This design comes from an exercise in tuning for small area on the open sky130 flow, not from production work. Only simulation tests tie the RTL to the original design; equivalence was not proved.

==> build 67 <==
// apb_completer_mem
module apb_completer_mem #(
    parameter int ADDR_W = 60,
    parameter int DATA_W = 32,
    parameter int IDX_W  = 4,
    parameter int WAIT_W = 4,
    parameter int CNT_W  = 16
) (
    input  logic                pclk,
    input  logic                preset,
    input  logic                psel,
    input  logic                penable,
    input  logic                pwrite,
    input  logic [ADDR_W-1:0]   paddr,
    input  logic [DATA_W-1:0]   pwdata,
    input  logic [DATA_W/8-1:0] pstrb,
    input  logic [WAIT_W-1:0]   wait_cfg,
    output logic                pready,
    output logic [DATA_W-1:0]   prdata,
    output logic                pslverr,
    output logic [CNT_W-1:0]    wr_cnt,
    output logic [CNT_W-1:0]    rd_cnt,
    output logic [CNT_W-1:0]    err_cnt
);
==> module apb_completer_mem, before the edit <==
module apb_completer_mem #(
    parameter int ADDR_W = 60,
    parameter int DATA_W = 32,
    parameter int IDX_W  = 4,
    parameter int WAIT_W = 4,
    parameter int CNT_W  = 16
) (
    input  logic                pclk,
    input  logic                preset,
    input  logic                psel,
    input  logic                penable,
    input  logic                pwrite,
    input  logic [ADDR_W-1:0]   paddr,
    input  logic [DATA_W-1:0]   pwdata,
    input  logic [DATA_W/8-1:0] pstrb,
    input  logic [WAIT_W-1:0]   wait_cfg,
    output logic                pready,
    output logic [DATA_W-1:0]   prdata,
    output logic                pslverr,
    output logic [CNT_W-1:0]    wr_cnt,
    output logic [CNT_W-1:0]    rd_cnt,
    output logic [CNT_W-1:0]    err_cnt
);
    localparam int STRB_W    = DATA_W / 8;
    localparam int MEM_DEPTH = 2 ** IDX_W;
    logic                               done_q, wait_q;
    logic [WAIT_W-1:0]                  cnt_q;
    logic                               err_q, rdok_q;
    logic [IDX_W-1:0]                   rot_q;
    logic [MEM_DEPTH-1:0]               sel_q;     
    logic [MEM_DEPTH-1:0]               vld_q;     
    logic [MEM_DEPTH-1:0][DATA_W-1:0]   slot_q;
    logic                               pend_q;
    logic [MEM_DEPTH-1:0]               psel_q;    
    logic [STRB_W-1:0]                  bstrb_q;
    logic [DATA_W-1:0]                  bwd_q;
    logic [CNT_W-1:0]                   wr_cnt_q, rd_cnt_q, err_cnt_q;
    logic idle, setup, last, a_err, commit, wr_commit, rd_en;
    logic done_d, wait_d;
    logic [IDX_W-1:0] npos;
    logic [STRB_W-1:0] wstrb;
    logic [DATA_W-1:0] wdata_m, wd;
    assign idle   = !wait_q && !done_q;
    assign setup  = idle && psel && !penable;
    assign last   = (cnt_q == WAIT_W'(1));
    assign a_err  = (paddr[1:0] != 2'b00) || (paddr[ADDR_W-1:IDX_W+2] != '0);
    assign done_d = setup ? (wait_cfg == '0) : (wait_q && psel && last);
    assign wait_d = setup ? (wait_cfg != '0) : (wait_q && psel && !last);
    assign commit    = done_q && psel;
    assign wr_commit = commit && !err_q && !rdok_q;
    assign rd_en     = done_q && rdok_q;
    always_comb begin
        for (int b = 0; b < STRB_W; b++) begin
            wdata_m[8*b +: 8] = pwdata[8*b +: 8] & {8{pstrb[b]}};
        end
    end
    assign npos = paddr[IDX_W+1:2] + rot_q + 1'b1;
    always_ff @(posedge pclk or posedge preset) begin
        if (preset) begin
            done_q <= 1'b0;
            wait_q <= 1'b0;
            rot_q  <= '0;
            pend_q <= 1'b0;
        end else begin
            done_q <= done_d;
            wait_q <= wait_d;
            rot_q  <= rot_q + 1'b1;
            pend_q <= wr_commit && |(sel_q & {(MEM_DEPTH/2){2'b01}});
        end
    end
    always_ff @(posedge pclk) begin
        cnt_q   <= wait_q ? cnt_q - 1'b1 : wait_cfg;
        err_q   <= a_err;
        rdok_q  <= !pwrite && !a_err;
        for (int s = 0; s < MEM_DEPTH; s++) begin
            sel_q[s]  <= (npos == IDX_W'(s));
            psel_q[s] <= sel_q[(s + MEM_DEPTH - 1) % MEM_DEPTH];
        end
        bstrb_q <= pstrb;
        bwd_q   <= wdata_m;
    end
    assign wstrb = pend_q ? bstrb_q : pstrb;
    assign wd    = pend_q ? bwd_q : wdata_m;
    for (genvar s = 0; s < MEM_DEPTH; s++) begin : g_slot
        localparam int P = (s + MEM_DEPTH - 1) % MEM_DEPTH;
        if (s % 2 == 0) begin : g_wr
            logic we;
            assign we = (wr_commit && sel_q[P]) || (pend_q && psel_q[P]);
            always_ff @(posedge pclk or posedge preset) begin
                if (preset) vld_q[s] <= 1'b0;
                else        vld_q[s] <= vld_q[P] || we;
            end
            for (genvar b = 0; b < STRB_W; b++) begin : g_byte
                always_ff @(posedge pclk) begin
                    if (we && (wstrb[b] || !vld_q[P]))
                        slot_q[s][8*b +: 8] <= wd[8*b +: 8];
                    else
                        slot_q[s][8*b +: 8] <= slot_q[P][8*b +: 8];
                end
            end
        end else begin : g_sh
            always_ff @(posedge pclk or posedge preset) begin
                if (preset) vld_q[s] <= 1'b0;
                else        vld_q[s] <= vld_q[P];
            end
            always_ff @(posedge pclk) slot_q[s] <= slot_q[P];
        end
    end
    always_ff @(posedge pclk or posedge preset) begin
        if (preset) begin
            wr_cnt_q  <= '0;
            rd_cnt_q  <= '0;
            err_cnt_q <= '0;
        end else if (commit) begin
            if (err_q) begin
                if (err_cnt_q != '1) err_cnt_q <= err_cnt_q + 1'b1;
            end else if (rdok_q) begin
                if (rd_cnt_q != '1) rd_cnt_q <= rd_cnt_q + 1'b1;
            end else begin
                if (wr_cnt_q != '1) wr_cnt_q <= wr_cnt_q + 1'b1;
            end
        end
    end
    always_comb begin
        prdata = '0;
        for (int s = 0; s < MEM_DEPTH; s++) begin
            if (rd_en && sel_q[s] && vld_q[s])
                prdata = prdata | slot_q[s];
        end
    end
    assign pready  = done_q;
    assign pslverr = done_q && err_q;
    assign wr_cnt  = wr_cnt_q;
    assign rd_cnt  = rd_cnt_q;
    assign err_cnt = err_cnt_q;
endmodule
clock: 5.0 ns
lec_check: 0
cap_margin: 20
core_margin: 2
core_utilization: 55
slew_margin: 20
standard.sh (not shown) runs the stock make flow with config.mk's settings and CLKGATE_MAP_FILE= SYNTH_SCRIPT=/design/flow/synth_recipe.tcl, a recipe that flattens the netlist after the stock synthesis.
==> flow/flow/run.sh <==
#!/bin/bash
# Standard synthesis, then the standard ORFS layout with: combinational cells
# swapped to their smallest size and remapped for area by OpenROAD's
# restructure before floorplan (resizing then upsizes only where
# needed), port buffers of the smallest buffer, and a clock tree of small
# clock buffers with larger sink clusters.
set -uo pipefail
W=$(pwd)
bash standard.sh synth > "$W/synth.log" 2>&1 || { tail -50 "$W/synth.log"; exit 1; }
export PRE_FLOORPLAN_TCL="$W/flow/restructure.tcl"
# Library for restructure's ABC run, without the platform's don't-use cells.
DU=$(make -s -C "$FLOW_HOME" DESIGN_CONFIG="$W/config.mk" print-DONT_USE_CELLS 2>/dev/null | sed 's/^DONT_USE_CELLS: //')
LIB=$(make -s -C "$FLOW_HOME" DESIGN_CONFIG="$W/config.mk" print-LIB_FILES 2>/dev/null | sed 's/^LIB_FILES: //' | awk '{print $1}')
python3 "$W/flow/filter_lib.py" "$LIB" "$W/rmp.lib" "$DU" > "$W/filter_lib.log" 2>&1 || exit 1
if grep -q "lpflow_inputiso" "$W/rmp.lib"; then echo "don't-use cells left in rmp.lib"; exit 1; fi
export RMP_LIB="$W/rmp.lib"
export RMP_DIR="$W/rmp_work"
export BUFFER_PORTS_ARGS="-buffer_cell sky130_fd_sc_hd__buf_1"
export CTS_ARGS="-sink_clustering_enable -repair_clock_nets -dont_use_dummy_load -buf_list {sky130_fd_sc_hd__clkbuf_8} -sink_clustering_size 24 -sink_clustering_max_diameter 40"
bash standard.sh finish > "$W/layout.log" 2>&1 || { tail -50 "$W/layout.log"; exit 1; }
==> flow/flow/downsize.tcl <==
# Swap every combinational standard cell to the smallest cell of its family
# (same function and pins, e.g. mux2_4 -> mux2_1). Registers are left alone.
# repair_design / repair_timing later upsize or buffer where timing needs it.
set db [ord::get_db]
set dont [expr {[info exists ::env(DONT_USE_CELLS)] ? $::env(DONT_USE_CELLS) : {}}]
set fams [dict create]
foreach lib [$db getLibs] {
  foreach m [$lib getMasters] {
    set n [$m getName]
    if {![regexp {^(sky130_fd_sc_hd__[a-z0-9]+)_([0-9]+)$} $n -> base drv]} { continue }
    if {[string match "*lpflow*" $n]} { continue }
    set a [expr {[$m getWidth] * [$m getHeight]}]
    dict lappend fams $base [list $a $drv $m]
  }
}
set nswap 0
foreach inst [[ord::get_db_block] getInsts] {
  set m [$inst getMaster]
  set n [$m getName]
  if {![regexp {^(sky130_fd_sc_hd__[a-z0-9]+)_([0-9]+)$} $n -> base drv]} { continue }
  if {[regexp {__(df|edf|sdf|sedf|dl|tap|fill|decap|conb|probe)} $n]} { continue }
  if {![dict exists $fams $base]} { continue }
  set best ""
  set ba 0
  set bd 0
  foreach e [dict get $fams $base] {
    lassign $e a d mm
    if {[lsearch -exact $dont [$mm getName]] >= 0} { continue }
    if {$best eq "" || $a < $ba || ($a == $ba && $d > $bd)} {
      set best $mm; set ba $a; set bd $d
    }
  }
  if {$best ne "" && [$best getName] ne $n} {
    $inst swapMaster $best
    incr nswap
  }
}
puts "downsize: swapped $nswap instances"
==> flow/flow/filter_lib.py <==
#!/usr/bin/env python3
"""Copy a liberty file without the cells named on the command line (the
platform's don't-use list), so ABC inside restructure cannot pick them."""
import re
import sys

src, dst, drop = sys.argv[1], sys.argv[2], set(sys.argv[3].split())
text = open(src).read()
out = []
pos = 0
for m in re.finditer(r'\n\s*cell\s*\(\s*"?([\w]+)"?\s*\)\s*\{', text):
    if m.start() < pos:
        continue
    if m.group(1) not in drop:
        continue
    # find the matching closing brace of this cell group
    depth = 0
    i = m.end() - 1
    while True:
        c = text[i]
        if c == '{':
            depth += 1
        elif c == '}':
            depth -= 1
            if depth == 0:
                break
        i += 1
    out.append(text[pos:m.start()])
    pos = i + 1
out.append(text[pos:])
open(dst, 'w').write(''.join(out))
==> flow/flow/restructure.tcl <==
# Before floorplan: shrink every combinational cell to its smallest size,
# let OpenROAD's ABC-based restructure remap the combinational logic for
# area, then shrink again. Registers are not touched. Later repair_design /
# repair_timing upsize or buffer wherever timing or slew needs it.
source [file join [file dirname [info script]] downsize.tcl]
set rmp_dir $::env(RMP_DIR)
file mkdir $rmp_dir
# The platform's library without its don't-use cells (see run.sh).
set lib $::env(RMP_LIB)
restructure -target area -liberty_file $lib \
  -tielo_port sky130_fd_sc_hd__conb_1/LO -tiehi_port sky130_fd_sc_hd__conb_1/HI \
  -work_dir $rmp_dir -abc_logfile [file join $rmp_dir abc.log]
source [file join [file dirname [info script]] downsize.tcl]
==> trial 31 (differences from build 67) <==
==> flow/flow/run.sh (replaced) <==
#!/bin/bash
# Standard synthesis, then the standard ORFS layout with: combinational cells
# swapped to their smallest size before floorplan (resizing then upsizes
# only where needed), port buffers of the smallest buffer, and a clock tree
# of small clock buffers with larger sink clusters.
set -uo pipefail
W=$(pwd)
bash standard.sh synth > "$W/synth.log" 2>&1 || { tail -50 "$W/synth.log"; exit 1; }
export PRE_FLOORPLAN_TCL="$W/flow/downsize.tcl"
export BUFFER_PORTS_ARGS="-buffer_cell sky130_fd_sc_hd__buf_1"
export CTS_ARGS="-sink_clustering_enable -repair_clock_nets -dont_use_dummy_load -buf_list {sky130_fd_sc_hd__clkbuf_8} -sink_clustering_size 20 -sink_clustering_max_diameter 45"
bash standard.sh finish > "$W/layout.log" 2>&1 || { tail -50 "$W/layout.log"; exit 1; }
removed: flow/flow/filter_lib.py
removed: flow/flow/restructure.tcl
==> trial 8 (differences from build 67) <==
--- a/flow/design.v
+++ b/flow/design.v
@@ -32,13 +32,11 @@
     logic [MEM_DEPTH-1:0][DATA_W-1:0]   slot_q;
     logic                               pend_q;
-    logic [MEM_DEPTH-1:0]               psel_q;    
     logic [STRB_W-1:0]                  bstrb_q;
-    logic [DATA_W-1:0]                  bwd_q;
+    logic [DATA_W-1:0]                  bwd_q;     
     logic [CNT_W-1:0]                   wr_cnt_q, rd_cnt_q, err_cnt_q;
     logic idle, setup, last, a_err, commit, wr_commit, rd_en;
     logic done_d, wait_d;
     logic [IDX_W-1:0] npos;
-    logic [STRB_W-1:0] wstrb;
-    logic [DATA_W-1:0] wdata_m, wd;
+    logic [DATA_W-1:0] wdata_m;
     assign idle   = !wait_q && !done_q;
     assign setup  = idle && psel && !penable;
@@ -75,16 +73,13 @@
         for (int s = 0; s < MEM_DEPTH; s++) begin
             sel_q[s]  <= (npos == IDX_W'(s));
-            psel_q[s] <= sel_q[(s + MEM_DEPTH - 1) % MEM_DEPTH];
         end
         bstrb_q <= pstrb;
         bwd_q   <= wdata_m;
     end
-    assign wstrb = pend_q ? bstrb_q : pstrb;
-    assign wd    = pend_q ? bwd_q : wdata_m;
     for (genvar s = 0; s < MEM_DEPTH; s++) begin : g_slot
         localparam int P = (s + MEM_DEPTH - 1) % MEM_DEPTH;
         if (s % 2 == 0) begin : g_wr
             logic we;
-            assign we = (wr_commit && sel_q[P]) || (pend_q && psel_q[P]);
+            assign we = (wr_commit || pend_q) && sel_q[P];
             always_ff @(posedge pclk or posedge preset) begin
                 if (preset) vld_q[s] <= 1'b0;
@@ -93,6 +88,6 @@
             for (genvar b = 0; b < STRB_W; b++) begin : g_byte
                 always_ff @(posedge pclk) begin
-                    if (we && (wstrb[b] || !vld_q[P]))
-                        slot_q[s][8*b +: 8] <= wd[8*b +: 8];
+                    if (we && (bstrb_q[b] || !vld_q[P]))
+                        slot_q[s][8*b +: 8] <= bwd_q[8*b +: 8];
                     else
                         slot_q[s][8*b +: 8] <= slot_q[P][8*b +: 8];
--- a/flow/flow/run.sh
+++ b/flow/flow/run.sh
@@ -8,5 +8,4 @@
 W=$(pwd)
 bash standard.sh synth > "$W/synth.log" 2>&1 || { tail -50 "$W/synth.log"; exit 1; }
-export PRE_FLOORPLAN_TCL="$W/flow/restructure.tcl"
 # Library for restructure's ABC run, without the platform's don't-use cells.
 DU=$(make -s -C "$FLOW_HOME" DESIGN_CONFIG="$W/config.mk" print-DONT_USE_CELLS 2>/dev/null | sed 's/^DONT_USE_CELLS: //')
@@ -16,5 +15,8 @@
 export RMP_LIB="$W/rmp.lib"
 export RMP_DIR="$W/rmp_work"
+export FULL_LIB="$LIB"
+export RESULTS="$W/orfs/results/sky130hd/apb_completer_mem/base"
+DONT_USE_CELLS="$DU" openroad -no_init -exit "$W/flow/restructure_step.tcl" > "$W/restructure.log" 2>&1 || { tail -50 "$W/restructure.log"; exit 1; }
 export BUFFER_PORTS_ARGS="-buffer_cell sky130_fd_sc_hd__buf_1"
-export CTS_ARGS="-sink_clustering_enable -repair_clock_nets -dont_use_dummy_load -buf_list {sky130_fd_sc_hd__clkbuf_8} -sink_clustering_size 24 -sink_clustering_max_diameter 40"
+export CTS_ARGS="-sink_clustering_enable -repair_clock_nets -dont_use_dummy_load -buf_list {sky130_fd_sc_hd__clkbuf_8} -sink_clustering_size 20 -sink_clustering_max_diameter 45"
 bash standard.sh finish > "$W/layout.log" 2>&1 || { tail -50 "$W/layout.log"; exit 1; }
==> flow/flow/restructure_step.tcl (new file) <==
# Run between synthesis and floorplan on the synthesized database: shrink
# every combinational cell to its smallest size, let OpenROAD's ABC-based
# restructure remap the combinational logic for area, then shrink again.
# Registers are not touched. The floorplan, placement and CTS steps then
# upsize or buffer wherever timing, slew or capacitance needs it.
set results $::env(RESULTS)
read_liberty $::env(FULL_LIB)
read_db $results/1_synth.odb
read_sdc $results/1_synth.sdc
source [file join [file dirname [info script]] downsize.tcl]
file mkdir $::env(RMP_DIR)
restructure -target area -liberty_file $::env(RMP_LIB) \
  -tielo_port sky130_fd_sc_hd__conb_1/LO -tiehi_port sky130_fd_sc_hd__conb_1/HI \
  -work_dir $::env(RMP_DIR) -abc_logfile [file join $::env(RMP_DIR) abc.log]
source [file join [file dirname [info script]] downsize.tcl]
write_db $results/1_synth.odb
--- a/flow/config.mk
+++ b/flow/config.mk
@@ -6,6 +6,6 @@
 export NUM_CORES = 4
 export LEC_CHECK = 0
-export CAP_MARGIN = 20
+export CAP_MARGIN = 5
 export CORE_MARGIN = 2
-export CORE_UTILIZATION = 55
-export SLEW_MARGIN = 20
+export CORE_UTILIZATION = 75
+export SLEW_MARGIN = 5
removed: flow/flow/restructure.tcl
==> build 74 (differences from build 67) <==
--- a/flow/design.v
+++ b/flow/design.v
@@ -34,11 +34,10 @@
     logic [MEM_DEPTH-1:0]               psel_q;    
     logic [STRB_W-1:0]                  bstrb_q;
-    logic [DATA_W-1:0]                  bwd_q;
+    logic [DATA_W-1:0]                  bwd_q;     
     logic [CNT_W-1:0]                   wr_cnt_q, rd_cnt_q, err_cnt_q;
     logic idle, setup, last, a_err, commit, wr_commit, rd_en;
     logic done_d, wait_d;
     logic [IDX_W-1:0] npos;
-    logic [STRB_W-1:0] wstrb;
-    logic [DATA_W-1:0] wdata_m, wd;
+    logic [DATA_W-1:0] wdata_m;
     assign idle   = !wait_q && !done_q;
     assign setup  = idle && psel && !penable;
@@ -80,6 +79,4 @@
         bwd_q   <= wdata_m;
     end
-    assign wstrb = pend_q ? bstrb_q : pstrb;
-    assign wd    = pend_q ? bwd_q : wdata_m;
     for (genvar s = 0; s < MEM_DEPTH; s++) begin : g_slot
         localparam int P = (s + MEM_DEPTH - 1) % MEM_DEPTH;
@@ -93,6 +90,6 @@
             for (genvar b = 0; b < STRB_W; b++) begin : g_byte
                 always_ff @(posedge pclk) begin
-                    if (we && (wstrb[b] || !vld_q[P]))
-                        slot_q[s][8*b +: 8] <= wd[8*b +: 8];
+                    if (we && (bstrb_q[b] || !vld_q[P]))
+                        slot_q[s][8*b +: 8] <= bwd_q[8*b +: 8];
                     else
                         slot_q[s][8*b +: 8] <= slot_q[P][8*b +: 8];
--- a/flow/flow/run.sh
+++ b/flow/flow/run.sh
@@ -8,5 +8,4 @@
 W=$(pwd)
 bash standard.sh synth > "$W/synth.log" 2>&1 || { tail -50 "$W/synth.log"; exit 1; }
-export PRE_FLOORPLAN_TCL="$W/flow/restructure.tcl"
 # Library for restructure's ABC run, without the platform's don't-use cells.
 DU=$(make -s -C "$FLOW_HOME" DESIGN_CONFIG="$W/config.mk" print-DONT_USE_CELLS 2>/dev/null | sed 's/^DONT_USE_CELLS: //')
@@ -16,5 +15,8 @@
 export RMP_LIB="$W/rmp.lib"
 export RMP_DIR="$W/rmp_work"
+export FULL_LIB="$LIB"
+export RESULTS="$W/orfs/results/sky130hd/apb_completer_mem/base"
+DONT_USE_CELLS="$DU" openroad -no_init -exit "$W/flow/restructure_step.tcl" > "$W/restructure.log" 2>&1 || { tail -50 "$W/restructure.log"; exit 1; }
 export BUFFER_PORTS_ARGS="-buffer_cell sky130_fd_sc_hd__buf_1"
-export CTS_ARGS="-sink_clustering_enable -repair_clock_nets -dont_use_dummy_load -buf_list {sky130_fd_sc_hd__clkbuf_8} -sink_clustering_size 24 -sink_clustering_max_diameter 40"
+export CTS_ARGS="-sink_clustering_enable -repair_clock_nets -dont_use_dummy_load -buf_list {sky130_fd_sc_hd__clkbuf_8} -sink_clustering_size 20 -sink_clustering_max_diameter 45"
 bash standard.sh finish > "$W/layout.log" 2>&1 || { tail -50 "$W/layout.log"; exit 1; }
==> flow/flow/restructure_step.tcl (new file) <==
# Run between synthesis and floorplan on the synthesized database: shrink
# every combinational cell to its smallest size, let OpenROAD's ABC-based
# restructure remap the combinational logic for area, then shrink again.
# Registers are not touched. The floorplan, placement and CTS steps then
# upsize or buffer wherever timing, slew or capacitance needs it.
set results $::env(RESULTS)
read_liberty $::env(FULL_LIB)
read_db $results/1_synth.odb
read_sdc $results/1_synth.sdc
source [file join [file dirname [info script]] downsize.tcl]
file mkdir $::env(RMP_DIR)
restructure -target area -liberty_file $::env(RMP_LIB) \
  -tielo_port sky130_fd_sc_hd__conb_1/LO -tiehi_port sky130_fd_sc_hd__conb_1/HI \
  -work_dir $::env(RMP_DIR) -abc_logfile [file join $::env(RMP_DIR) abc.log]
source [file join [file dirname [info script]] downsize.tcl]
write_db $results/1_synth.odb
--- a/flow/config.mk
+++ b/flow/config.mk
@@ -6,6 +6,6 @@
 export NUM_CORES = 4
 export LEC_CHECK = 0
-export CAP_MARGIN = 20
+export CAP_MARGIN = 10
 export CORE_MARGIN = 2
-export CORE_UTILIZATION = 55
-export SLEW_MARGIN = 20
+export CORE_UTILIZATION = 65
+export SLEW_MARGIN = 10
removed: flow/flow/restructure.tcl
==> summary of the runs <==
Trial 31 went through all stages and came out clean. Trial 8 passed the timing, DRC and antenna checks. Build 74 finished clean. Build 67 ended with an error in floorplan (2_1_floorplan). In build 74 the hold slack is higher than in trial 31, by 0.0052 ns. Clock skew, highest first: trial 31, build 74, trial 8. Core utilization: trial 31 < build 74 < trial 8. Of trial 31 and build 74, build 74 has the higher non-clock buffer count (gap 23). Against trial 31, the via count of build 74 is larger by about 10%. Worst setup slack, lowest first: build 74, trial 8, trial 31.

## static timing again, ports no longer ideal
The results above use ideal ports. As a check the final layouts listed here were re-extracted and re-timed, cells and wires unchanged. Step 1: set_driving_cell puts a clkbuf_16 on pclk and a buf_2 on each other input, an assumption about the parent block. Step 2, shift: input delay + t, output delay - t, t = (earliest + latest rising clock arrival at the registers) / 2. This alone moves slack from input paths to output paths. a / b / c = no drivers / after step 1 / after step 2; a / b = the first two.
run	t (ns)	slack for setup (ns)	worst setup path after step 2	latest minus earliest clock arrival (ns)
trial 31	0.704	0.696 / 0.641 / 1.344	register to output	0.097 / 0.097
trial 8	0.629	0.617 / 0.570 / 1.197	input to register	0.066 / 0.065
build 74	0.639	0.286 / 0.235 / 0.874	register to output	0.063 / 0.063
After both steps setup and hold are still met in every run listed.
